This is an optimization exercise on Yosys and OpenROAD, whose aim is small area, a short achievable clock period and few clock cycles, not a production implementation. The RTL was checked by simulation tests, not by an equivalence proof against the original design. Power is estimated from default activity; no workload was simulated.

==> 08-01: inputs <==
// bmem_top
module bmem_top (
    input  logic         clk,
    input  logic         rst_n,
    input  logic [31:0]  icache_addr,
    input  logic         icache_read,
    output logic         icache_resp,
    output logic [255:0] icache_rdata,
    input  logic [31:0]  dcache_addr,
    input  logic         dcache_read,
    input  logic         dcache_write,
    input  logic [255:0] dcache_wdata,
    output logic         dcache_resp,
    output logic [255:0] dcache_rdata,
    output logic [31:0]  bmem_addr,
    output logic         bmem_read,
    output logic         bmem_write,
    output logic [63:0]  bmem_wdata,
    input  logic         bmem_ready,
    input  logic [63:0]  bmem_rdata,
    input  logic         bmem_rvalid
);
    mem_burst_pkg::line_req_t  icache_req_s;
    mem_burst_pkg::line_req_t  dcache_req_s;
    mem_burst_pkg::line_resp_t icache_resp_s;
    mem_burst_pkg::line_resp_t dcache_resp_s;
    assign icache_req_s.addr  = icache_addr;
    assign icache_req_s.read  = icache_read;
    assign icache_req_s.write = 1'b0;
    assign icache_req_s.wdata = '0;
    assign dcache_req_s.addr  = dcache_addr;
    assign dcache_req_s.read  = dcache_read;
    assign dcache_req_s.write = dcache_write;
    assign dcache_req_s.wdata = dcache_wdata;
    bmem_controller ctrl_i (
        .clk         (clk),
        .rst_n       (rst_n),
        .icache_req  (icache_req_s),
        .icache_resp (icache_resp_s),
        .dcache_req  (dcache_req_s),
        .dcache_resp (dcache_resp_s),
        .bmem_addr   (bmem_addr),
        .bmem_read   (bmem_read),
        .bmem_write  (bmem_write),
        .bmem_wdata  (bmem_wdata),
        .bmem_ready  (bmem_ready),
        .bmem_rdata  (bmem_rdata),
        .bmem_rvalid (bmem_rvalid)
    );
    assign icache_resp  = icache_resp_s.resp;
    assign icache_rdata = icache_resp_s.rdata;
    assign dcache_resp  = dcache_resp_s.resp;
    assign dcache_rdata = dcache_resp_s.rdata;
endmodule
clock: 5.0 ns
lec_check: 0
cap_margin: 20
core_area: 10 10 370 370
die_area: 0 0 380 380
place_density: 0.4
setup_slack_margin: 2.2
slew_margin: 20
standard.sh (not shown) runs the stock make flow with config.mk's settings and CLKGATE_MAP_FILE= SYNTH_SCRIPT=/design/flow/synth_recipe.tcl, a recipe that flattens the netlist after the stock synthesis.
==> flow/flow/run.sh <==
#!/bin/bash
# Standard layout with two changes: a fixed pin plan (written by flow/pins.py and sourced
# at the end of floorplan through ORFS's IO_CONSTRAINTS hook) that keeps each bit slice's
# ports together, and buf_1 as the port buffer instead of the resizer's default pick.
set -euo pipefail
python3 flow/pins.py 380 > pins.tcl 2> pins.log
export IO_CONSTRAINTS="$PWD/pins.tcl"
export BUFFER_PORTS_ARGS="-buffer_cell sky130_fd_sc_hd__buf_1"
bash standard.sh > flow_standard.log 2>&1
==> flow/flow/pins.py <==
#!/usr/bin/env python3
"""Writes pins.tcl, a fixed pin plan for bmem_top on a square die (side given, um).

The control pins sit at the middle of the bottom edge; next to them, going outward,
the address slices (icache_addr[a], bmem_addr[a], dcache_addr[a]) and then the write
slices (the four dcache_wdata bits that bmem_wdata[k] selects from, and bmem_wdata[k]),
wrapping round the bottom corners. The read slices (bmem_rdata[k] with the eight rdata
outputs it feeds) are spread over the rest of the edge. Every path from an input to an
output then stays inside one slice."""
import sys

side = float(sys.argv[1]) if len(sys.argv) > 1 else 380.0
margin = 12.0
M2_OFF, M2_PITCH = 0.23, 0.46     # vertical layer, bottom and top edges
M3_OFF, M3_PITCH = 0.34, 0.68     # horizontal layer, left and right edges
STEP = 2                          # every second track, as place_pins does by default

def tracks(off, pitch):
    out = []
    i = 0
    while True:
        v = off + pitch * i
        if v > side - margin:
            break
        if v >= margin:
            out.append(round(v, 3))
        i += STEP
    return out

xs = tracks(M2_OFF, M2_PITCH)
ys = tracks(M3_OFF, M3_PITCH)
# slots as (edge, coordinate)
bottom = [("B", x) for x in xs]
top = [("T", x) for x in xs]
left = [("L", y) for y in ys]
right = [("R", y) for y in ys]

ctl = ["icache_read", "dcache_read", "dcache_write", "bmem_write", "bmem_ready", "bmem_read",
       "bmem_rvalid", "icache_resp", "dcache_resp", "rst_n", "clk"]
addr = [[f"icache_addr[{a}]", f"bmem_addr[{a}]", f"dcache_addr[{a}]"] for a in range(32)]
wr = [[f"dcache_wdata[{k}]", f"dcache_wdata[{k+64}]", f"bmem_wdata[{k}]",
       f"dcache_wdata[{k+128}]", f"dcache_wdata[{k+192}]"] for k in range(64)]
rd = [[f"icache_rdata[{k}]", f"dcache_rdata[{k}]", f"icache_rdata[{k+64}]", f"dcache_rdata[{k+64}]",
       f"bmem_rdata[{k}]", f"icache_rdata[{k+192}]", f"dcache_rdata[{k+192}]",
       f"icache_rdata[{k+128}]", f"dcache_rdata[{k+128}]"] for k in range(64)]

# Walk outward from the bottom centre: the left path runs to the bottom-left corner then up
# the left edge; the right path to the bottom-right corner then up the right edge.
mid = len(bottom) // 2
c0 = mid - len(ctl) // 2
assign = {}
for i, n in enumerate(ctl):
    assign[n] = bottom[c0 + i]
lpath = bottom[:c0][::-1] + left
rpath = bottom[c0 + len(ctl):] + right
li = ri = 0
half_a = len(addr) // 2
half_w = len(wr) // 2
lseq = addr[:half_a] + wr[:half_w]
rseq = addr[half_a:] + wr[half_w:]
for g in lseq:
    for n in g[::-1]:
        assign[n] = lpath[li]; li += 1
for g in rseq:
    for n in g:
        assign[n] = rpath[ri]; ri += 1
# Remaining slots: up the rest of the left edge, across the top, down the right edge.
rest = left[li - len(bottom[:c0]):] if li > c0 else left
rest_r = right[ri - len(bottom[c0 + len(ctl):]):] if ri > len(bottom) - c0 - len(ctl) else right
free = rest + top + rest_r[::-1]
n_rd = sum(len(g) for g in rd)
assert n_rd <= len(free), (n_rd, len(free))
# spread the read groups evenly over the free slots
gap = (len(free) - n_rd) / len(rd)
pos = 0.0
for g in rd:
    p = int(round(pos))
    for j, n in enumerate(g):
        assign[n] = free[p + j]
    pos += len(g) + gap

assert len(set(assign.values())) == len(assign) == 1003, len(assign)
lines = []
for n, (e, v) in sorted(assign.items()):
    if e == "B":
        lines.append(f"place_pin -pin_name {{{n}}} -layer met2 -location {{{v} 0.24}} -pin_size {{0.14 0.48}}")
    elif e == "T":
        lines.append(f"place_pin -pin_name {{{n}}} -layer met2 -location {{{v} {side-0.24:.3f}}} -pin_size {{0.14 0.48}}")
    elif e == "L":
        lines.append(f"place_pin -pin_name {{{n}}} -layer met3 -location {{0.4 {v}}} -pin_size {{0.8 0.3}}")
    else:
        lines.append(f"place_pin -pin_name {{{n}}} -layer met3 -location {{{side-0.4:.3f} {v}}} -pin_size {{0.8 0.3}}")
print("\n".join(lines))
==> inputs of 10-16, as changes to 08-01 <==
==> flow/flow/run.sh (replaced) <==
#!/bin/bash
# Standard layout, but the port buffers are the smallest buffer (buf_1)
# instead of the resizer's default pick; timing repair may still upsize them.
set -euo pipefail
export BUFFER_PORTS_ARGS="-buffer_cell sky130_fd_sc_hd__buf_1"
bash standard.sh > flow_standard.log 2>&1
SETUP_SLACK_MARGIN = 3.0   (was 2.2)
removed: flow/flow/pins.py
==> qor summary <==
| quantity | 10-16 | 08-01 |
|---|---|---|
| Number of inserted diodes | 4 | 0 |
| Area used by sequential logic in the layout | 6060 µm² | 6050 µm² |
| NetSw | 1.76 mW | 1.19 mW |
| DRT iter0 DRCs | 746 | 187 |
| Area share of buffers outside the clock network | 0.461 | 0.268 |
| Part of the total power dissipated in the clock network | 0.356 | 0.389 |
| Fraction of met2 tracks used by global routing | 0.274 | 0.0886 |
| Total GRT Usage | 0.157 | 0.0457 |
| Clock-pin slew reported for the worst setup and hold paths after clock tree synthesis | 0.07 ns | 0.05 ns |
| Clock buffers | 32 | 28 |
| Slew @ Worst Pin | 0.741 ns | 0.994 ns |
| Commonest non-fill, non-tap cell in the layout | buf_6 | buf_1 |
| Via count of the first global-routing pass | 11,400 | 9,578 |
| Setup slack after placement | 1.68 ns | 1.96 ns |
| Total power consumption of the routed design | 5.78 mW | 4.37 mW |
| Portion of total power attributed to combinational logic | 0.302 | 0.163 |
| Detailed-route vias per instance | 3.15 | 2.60 |
| Reg-to-reg setup timing slack | 3.12 ns | 3.08 ns |
| Status | timing/DRC/antenna clean | timing/DRC/antenna clean |
Testbench counts of 08-01, summed over its fixed seeds: cycles 13,461.
Testbench counts of 10-16, summed over its fixed seeds: cycles 13,461.

---

==> inputs of run a <==
bmem_top again, from the RTL that the note above started with.
==> module write_beat_mux, before the edit <==
module write_beat_mux (
    input  mem_burst_pkg::line_t                     wr_line,     
    input  logic [mem_burst_pkg::BEATS_PER_LINE-1:0] beat_oh,     
    output mem_burst_pkg::beat_t                     bmem_wdata
);
    localparam int W = mem_burst_pkg::BEAT_W;
    assign bmem_wdata = ({W{beat_oh[0]}} & wr_line[0*W +: W])
                      | ({W{beat_oh[1]}} & wr_line[1*W +: W])
                      | ({W{beat_oh[2]}} & wr_line[2*W +: W])
                      | ({W{beat_oh[3]}} & wr_line[3*W +: W]);
endmodule
==> module burst_req_fsm, before the edit <==
module burst_req_fsm (
    input  logic                     clk,
    input  logic                     rst_n,
    input  mem_burst_pkg::line_req_t icache_req,
    input  mem_burst_pkg::line_req_t dcache_req,
    input  logic                     bmem_ready,
    input  logic                     bmem_rvalid,
    input  logic                     wr_last,         
    output mem_burst_pkg::addr_t     bmem_addr,
    output logic                     bmem_read,
    output logic                     bmem_write,
    output logic                     wr_advance,      
    output logic [2:0]               rd_slot_oh,      
    output logic                     icache_resp_pulse,
    output logic                     dcache_resp_pulse
);
    logic rd_arm;      
    logic rd_busy;     
    logic wr_busy;     
    logic sel_dcache;  
    logic rd_last_i, rd_last_d;
    logic rd_advance;
    logic idle;
    logic rd_done, wr_done, done;
    logic dcache_want, icache_want;
    logic pick_d, pick_i;
    assign dcache_want = dcache_req.read || dcache_req.write;
    assign icache_want = icache_req.read;                       
    assign idle       = !(rd_arm || rd_busy || wr_busy);
    assign rd_advance = rd_busy && bmem_rvalid;
    assign wr_advance = wr_busy && bmem_ready;
    assign rd_done    = (rd_last_i || rd_last_d) && bmem_rvalid;    
    assign wr_done    = wr_last && bmem_ready;                      
    assign done       = rd_done || wr_done;
    assign pick_d = dcache_want && (idle || (done && !sel_dcache));
    assign pick_i = icache_want && ((idle && !dcache_want) || (done && sel_dcache));
    always_ff @(posedge clk) begin
        if (!rst_n) begin
            rd_arm  <= 1'b0;
            rd_busy <= 1'b0;
            wr_busy <= 1'b0;
        end else if (pick_d || pick_i) begin
            rd_arm  <= pick_i || !dcache_req.write;
            rd_busy <= 1'b0;
            wr_busy <= pick_d && dcache_req.write;              
        end else begin
            if (rd_arm && bmem_ready) begin
                rd_arm  <= 1'b0;
                rd_busy <= 1'b1;
            end
            if (rd_done) rd_busy <= 1'b0;
            if (wr_done) wr_busy <= 1'b0;
        end
    end
    always_ff @(posedge clk) begin
        if (pick_d || pick_i) sel_dcache <= pick_d;
    end
    always_ff @(posedge clk) begin
        if (!rst_n) begin
            rd_slot_oh <= 3'b001;
            rd_last_i  <= 1'b0;
            rd_last_d  <= 1'b0;
        end else if (rd_advance) begin
            rd_slot_oh <= {rd_slot_oh[1:0], rd_last_i || rd_last_d};
            rd_last_i  <= rd_slot_oh[2] && !sel_dcache;
            rd_last_d  <= rd_slot_oh[2] && sel_dcache;
        end
    end
    assign bmem_addr  = sel_dcache ? dcache_req.addr : icache_req.addr;
    assign bmem_read  = rd_arm && bmem_ready;                   
    assign bmem_write = wr_busy;
    assign icache_resp_pulse = rd_last_i && bmem_rvalid;
    assign dcache_resp_pulse = (rd_last_d && bmem_rvalid) || wr_done;
endmodule
==> module bmem_controller, before the edit <==
module bmem_controller (
    input  logic                     clk,
    input  logic                     rst_n,
    input  mem_burst_pkg::line_req_t  icache_req,     
    output mem_burst_pkg::line_resp_t icache_resp,
    input  mem_burst_pkg::line_req_t  dcache_req,
    output mem_burst_pkg::line_resp_t dcache_resp,
    output mem_burst_pkg::addr_t     bmem_addr,
    output logic                     bmem_read,
    output logic                     bmem_write,
    output mem_burst_pkg::beat_t     bmem_wdata,
    input  logic                     bmem_ready,
    input  mem_burst_pkg::beat_t     bmem_rdata,
    input  logic                     bmem_rvalid
);
    logic                                     wr_advance;
    logic [mem_burst_pkg::BEATS_PER_LINE-1:0] wr_beat_oh;
    logic [2:0]                               rd_slot_oh;
    logic                                     icache_resp_pulse;
    logic                                     dcache_resp_pulse;
    mem_burst_pkg::line_t                     rd_line;
    burst_req_fsm fsm_i (
        .clk               (clk),
        .rst_n             (rst_n),
        .icache_req        (icache_req),
        .dcache_req        (dcache_req),
        .bmem_ready        (bmem_ready),
        .bmem_rvalid       (bmem_rvalid),
        .wr_last           (wr_beat_oh[3]),
        .bmem_addr         (bmem_addr),
        .bmem_read         (bmem_read),
        .bmem_write        (bmem_write),
        .wr_advance        (wr_advance),
        .rd_slot_oh        (rd_slot_oh),
        .icache_resp_pulse (icache_resp_pulse),
        .dcache_resp_pulse (dcache_resp_pulse)
    );
    beat_counter wr_cnt_i (
        .clk          (clk),
        .rst_n        (rst_n),
        .beat_advance (wr_advance),
        .beat_oh      (wr_beat_oh)
    );
    line_assembler line_asm_i (
        .clk        (clk),
        .beat_we    (bmem_rvalid),       
        .slot_oh    (rd_slot_oh),
        .bmem_rdata (bmem_rdata),
        .rd_line    (rd_line)
    );
    write_beat_mux wr_mux_i (
        .wr_line    (dcache_req.wdata),
        .beat_oh    (wr_beat_oh),
        .bmem_wdata (bmem_wdata)
    );
    assign icache_resp.resp  = icache_resp_pulse;
    assign icache_resp.rdata = rd_line;
    assign dcache_resp.resp  = dcache_resp_pulse;
    assign dcache_resp.rdata = rd_line;
endmodule
Settings: LEC_CHECK=0, CAP_MARGIN=20, CORE_AREA=10 10 370 370, CTS_BUF_LIST=sky130_fd_sc_hd__clkbuf_4 sky130_fd_sc_hd__clkbuf_8, DIE_AREA=0 0 380 380, PLACE_DENSITY=0.4, SETUP_SLACK_MARGIN=2.2, SLEW_MARGIN=20; clock period 5.0 ns.
==> flow/flow/run.sh <==
#!/bin/bash
# Standard layout with two changes: a fixed pin plan (written by flow/pins.py and sourced
# at the end of floorplan through ORFS's IO_CONSTRAINTS hook) that keeps each bit slice's
# ports together, and buf_1 as the port buffer instead of the resizer's default pick.
set -euo pipefail
python3 flow/pins.py 380 > pins.tcl 2> pins.log
export IO_CONSTRAINTS="$PWD/pins.tcl"
export BUFFER_PORTS_ARGS="-buffer_cell sky130_fd_sc_hd__buf_1"
bash standard.sh > flow_standard.log 2>&1
Other scripts of this flow, unchanged in this note and not shown: flow/flow/pins.py
==> inputs of run b, as changes to run a <==
--- a/flow/design.v
+++ b/flow/design.v
@@ -36,4 +36,21 @@
     end
 endmodule
+module beat_counter_gated (
+    input  logic                                      clk,
+    input  logic                                      rst_n,
+    input  logic                                      start,          
+    input  logic                                      beat_advance,   
+    output logic [mem_burst_pkg::BEATS_PER_LINE-1:0]  beat_oh
+);
+    always_ff @(posedge clk) begin
+        if (!rst_n) begin
+            beat_oh <= 4'b0000;
+        end else if (start) begin
+            beat_oh <= 4'b0001;
+        end else if (beat_advance) begin
+            beat_oh <= {beat_oh[2:0], 1'b0};
+        end
+    end
+endmodule
 `timescale 1ns/1ps
 module line_assembler (
@@ -56,11 +73,17 @@
     input  mem_burst_pkg::line_t                     wr_line,     
     input  logic [mem_burst_pkg::BEATS_PER_LINE-1:0] beat_oh,     
+    input  logic [mem_burst_pkg::BEATS_PER_LINE-1:0] beat_oh_hi,  
     output mem_burst_pkg::beat_t                     bmem_wdata
 );
     localparam int W = mem_burst_pkg::BEAT_W;
-    assign bmem_wdata = ({W{beat_oh[0]}} & wr_line[0*W +: W])
-                      | ({W{beat_oh[1]}} & wr_line[1*W +: W])
-                      | ({W{beat_oh[2]}} & wr_line[2*W +: W])
-                      | ({W{beat_oh[3]}} & wr_line[3*W +: W]);
+    localparam int H = W / 2;
+    assign bmem_wdata[H-1:0] = ({H{beat_oh[0]}} & wr_line[0*W +: H])
+                             | ({H{beat_oh[1]}} & wr_line[1*W +: H])
+                             | ({H{beat_oh[2]}} & wr_line[2*W +: H])
+                             | ({H{beat_oh[3]}} & wr_line[3*W +: H]);
+    assign bmem_wdata[W-1:H] = ({H{beat_oh_hi[0]}} & wr_line[0*W+H +: H])
+                             | ({H{beat_oh_hi[1]}} & wr_line[1*W+H +: H])
+                             | ({H{beat_oh_hi[2]}} & wr_line[2*W+H +: H])
+                             | ({H{beat_oh_hi[3]}} & wr_line[3*W+H +: H]);
 endmodule
 `timescale 1ns/1ps
@@ -77,4 +100,5 @@
     output logic                     bmem_write,
     output logic                     wr_advance,      
+    output logic                     wr_start,        
     output logic [2:0]               rd_slot_oh,      
     output logic                     icache_resp_pulse,
@@ -85,4 +109,6 @@
     logic wr_busy;     
     logic sel_dcache;  
+    logic sel_icache;  
+    logic sel_dcache_hi, sel_icache_hi;
     logic rd_last_i, rd_last_d;
     logic rd_advance;
@@ -120,5 +146,23 @@
     end
     always_ff @(posedge clk) begin
-        if (pick_d || pick_i) sel_dcache <= pick_d;
+        if (!rst_n) begin
+            sel_dcache <= 1'b0;
+            sel_icache <= 1'b0;
+        end else if (pick_d || pick_i) begin
+            sel_dcache <= pick_d;
+            sel_icache <= pick_i;
+        end
+    end
+    always_ff @(posedge clk) begin
+        if (!rst_n) begin
+            sel_dcache_hi <= 1'b0;
+            sel_icache_hi <= 1'b0;
+        end else if (pick_d || pick_i) begin
+            sel_dcache_hi <= pick_d;
+            sel_icache_hi <= pick_i;
+        end else if (done) begin
+            sel_dcache_hi <= 1'b0;
+            sel_icache_hi <= 1'b0;
+        end
     end
     always_ff @(posedge clk) begin
@@ -133,7 +177,13 @@
         end
     end
-    assign bmem_addr  = sel_dcache ? dcache_req.addr : icache_req.addr;
+    localparam int AH = mem_burst_pkg::ADDR_W / 2;
+    assign bmem_addr[AH-1:0] = ({AH{sel_dcache}} & dcache_req.addr[AH-1:0])
+                             | ({AH{sel_icache}} & icache_req.addr[AH-1:0]);
+    assign bmem_addr[mem_burst_pkg::ADDR_W-1:AH] =
+                               ({AH{sel_dcache_hi}} & dcache_req.addr[mem_burst_pkg::ADDR_W-1:AH])
+                             | ({AH{sel_icache_hi}} & icache_req.addr[mem_burst_pkg::ADDR_W-1:AH]);
     assign bmem_read  = rd_arm && bmem_ready;                   
     assign bmem_write = wr_busy;
+    assign wr_start   = pick_d && dcache_req.write;
     assign icache_resp_pulse = rd_last_i && bmem_rvalid;
     assign dcache_resp_pulse = (rd_last_d && bmem_rvalid) || wr_done;
@@ -157,4 +207,6 @@
     logic                                     wr_advance;
     logic [mem_burst_pkg::BEATS_PER_LINE-1:0] wr_beat_oh;
+    logic [mem_burst_pkg::BEATS_PER_LINE-1:0] wr_beat_oh_hi;
+    logic                                     wr_start;
     logic [2:0]                               rd_slot_oh;
     logic                                     icache_resp_pulse;
@@ -173,4 +225,5 @@
         .bmem_write        (bmem_write),
         .wr_advance        (wr_advance),
+        .wr_start          (wr_start),
         .rd_slot_oh        (rd_slot_oh),
         .icache_resp_pulse (icache_resp_pulse),
@@ -182,4 +235,11 @@
         .beat_advance (wr_advance),
         .beat_oh      (wr_beat_oh)
+    );
+    beat_counter_gated wr_cnt_hi_i (
+        .clk          (clk),
+        .rst_n        (rst_n),
+        .start        (wr_start),
+        .beat_advance (wr_advance),
+        .beat_oh      (wr_beat_oh_hi)
     );
     line_assembler line_asm_i (
@@ -193,4 +253,5 @@
         .wr_line    (dcache_req.wdata),
         .beat_oh    (wr_beat_oh),
+        .beat_oh_hi (wr_beat_oh_hi),
         .bmem_wdata (bmem_wdata)
     );
--- a/flow/config.mk
+++ b/flow/config.mk
@@ -6,9 +6,11 @@
 export NUM_CORES = 4
 export LEC_CHECK = 0
+export ABC_AREA = 1
 export CAP_MARGIN = 20
 export CORE_AREA = 10 10 370 370
-export CTS_BUF_LIST = sky130_fd_sc_hd__clkbuf_4 sky130_fd_sc_hd__clkbuf_8
+export CTS_BUF_LIST = sky130_fd_sc_hd__clkbuf_4
 export DIE_AREA = 0 0 380 380
 export PLACE_DENSITY = 0.4
-export SETUP_SLACK_MARGIN = 2.2
+export SETUP_SLACK_MARGIN = 2.5
 export SLEW_MARGIN = 20
+export TNS_END_PERCENT = 0
==> comparison table <==
| quantity | run a | run b |
|---|---|---|
| Fraction of area in multi-input gates | 13.0% | 13.5% |
| Routed length on met1 | 12,800 microns | 13,800 microns |
| Simple-gate portion of the synthesized area | 4.36% | 15.3% |
| Number of non-clock buffers in the layout | 1,024 | 1,023 |
| Crit Path Class | in2out | reg2out |
| Startpoint of the lowest-slack register-to-register path | ctrl_i.fsm_i.rd_slot_oh[2] | ctrl_i.fsm_i.rd_slot_oh[1] |
| Result of the run | finished clean | finished clean |
| Largest fanout on the critical path | 8 | 17 |
| Highest clock rate | 369 MHz | 372 MHz |
| Share of power burned in combinational logic | 18.0% | 17.1% |
| Slew HR | 36.4% | 48.8% |
| Non-clock buffer area fraction after layout | 27.3% | 27.2% |
| Share of the yosys chip area belonging to registers | 57.2% | 56.5% |
| Violation count after the first detailed-routing iteration | 214 | 327 |
| Net Switching | 1.17 mW | 1.24 mW |
| Gate count of the mapped netlist | 845 | 1,019 |
| Maximum clock skew at final layout | 0.0282 ns | 0.0376 ns |
| Critical path data arrival time | 1.71 ns | 1.69 ns |
| Number of cells on the critical path | 3 | 4 |
| Via count | 8,644 | 9,483 |
| Cell Int Power | 3.02 mW | 2.99 mW |
| Crit path largest cell delay | 0.32 ns | 0.40 ns |
| Area of placed instances | 14,000 sq um | 14,300 sq um |
Testbench counts of run a, summed over its fixed seeds: cycles 13,461.
Testbench counts of run b, summed over its fixed seeds: cycles 13,461.

[port drivers added, routing unchanged]
Ports are ideal in the flow. The routed layouts listed here were re-timed in OpenROAD. Step 1, drivers: a clkbuf_16 drives clk and a buf_2 each remaining input, both assumed. Step 2 also shifts input and output timing later by t, the mid clock arrival at the registers, as if the neighbouring blocks saw the same clock. a / b / c = no drivers / after step 1 / after step 2; a / b = the first two.
run	shift t [ns]	setup slack, ns	worst setup path at the end	worst register clock-pin slew, ns
08-01	0.619	2.286 / 2.248 / 2.011	input to register	0.06 / 0.06
10-16	0.635	2.098 / 2.037 / 2.151	input to output	0.07 / 0.07
run a	0.639	2.291 / 2.241 / 2.005	input to register	0.06 / 0.06
run b	0.833	2.313 / 2.263 / 2.120	input to register	0.07 / 0.07
After both steps every run listed still meets setup and hold. For run a, which loses most, drivers alone change the setup slack by -0.050 ns; drivers and shift together by -0.286 ns.
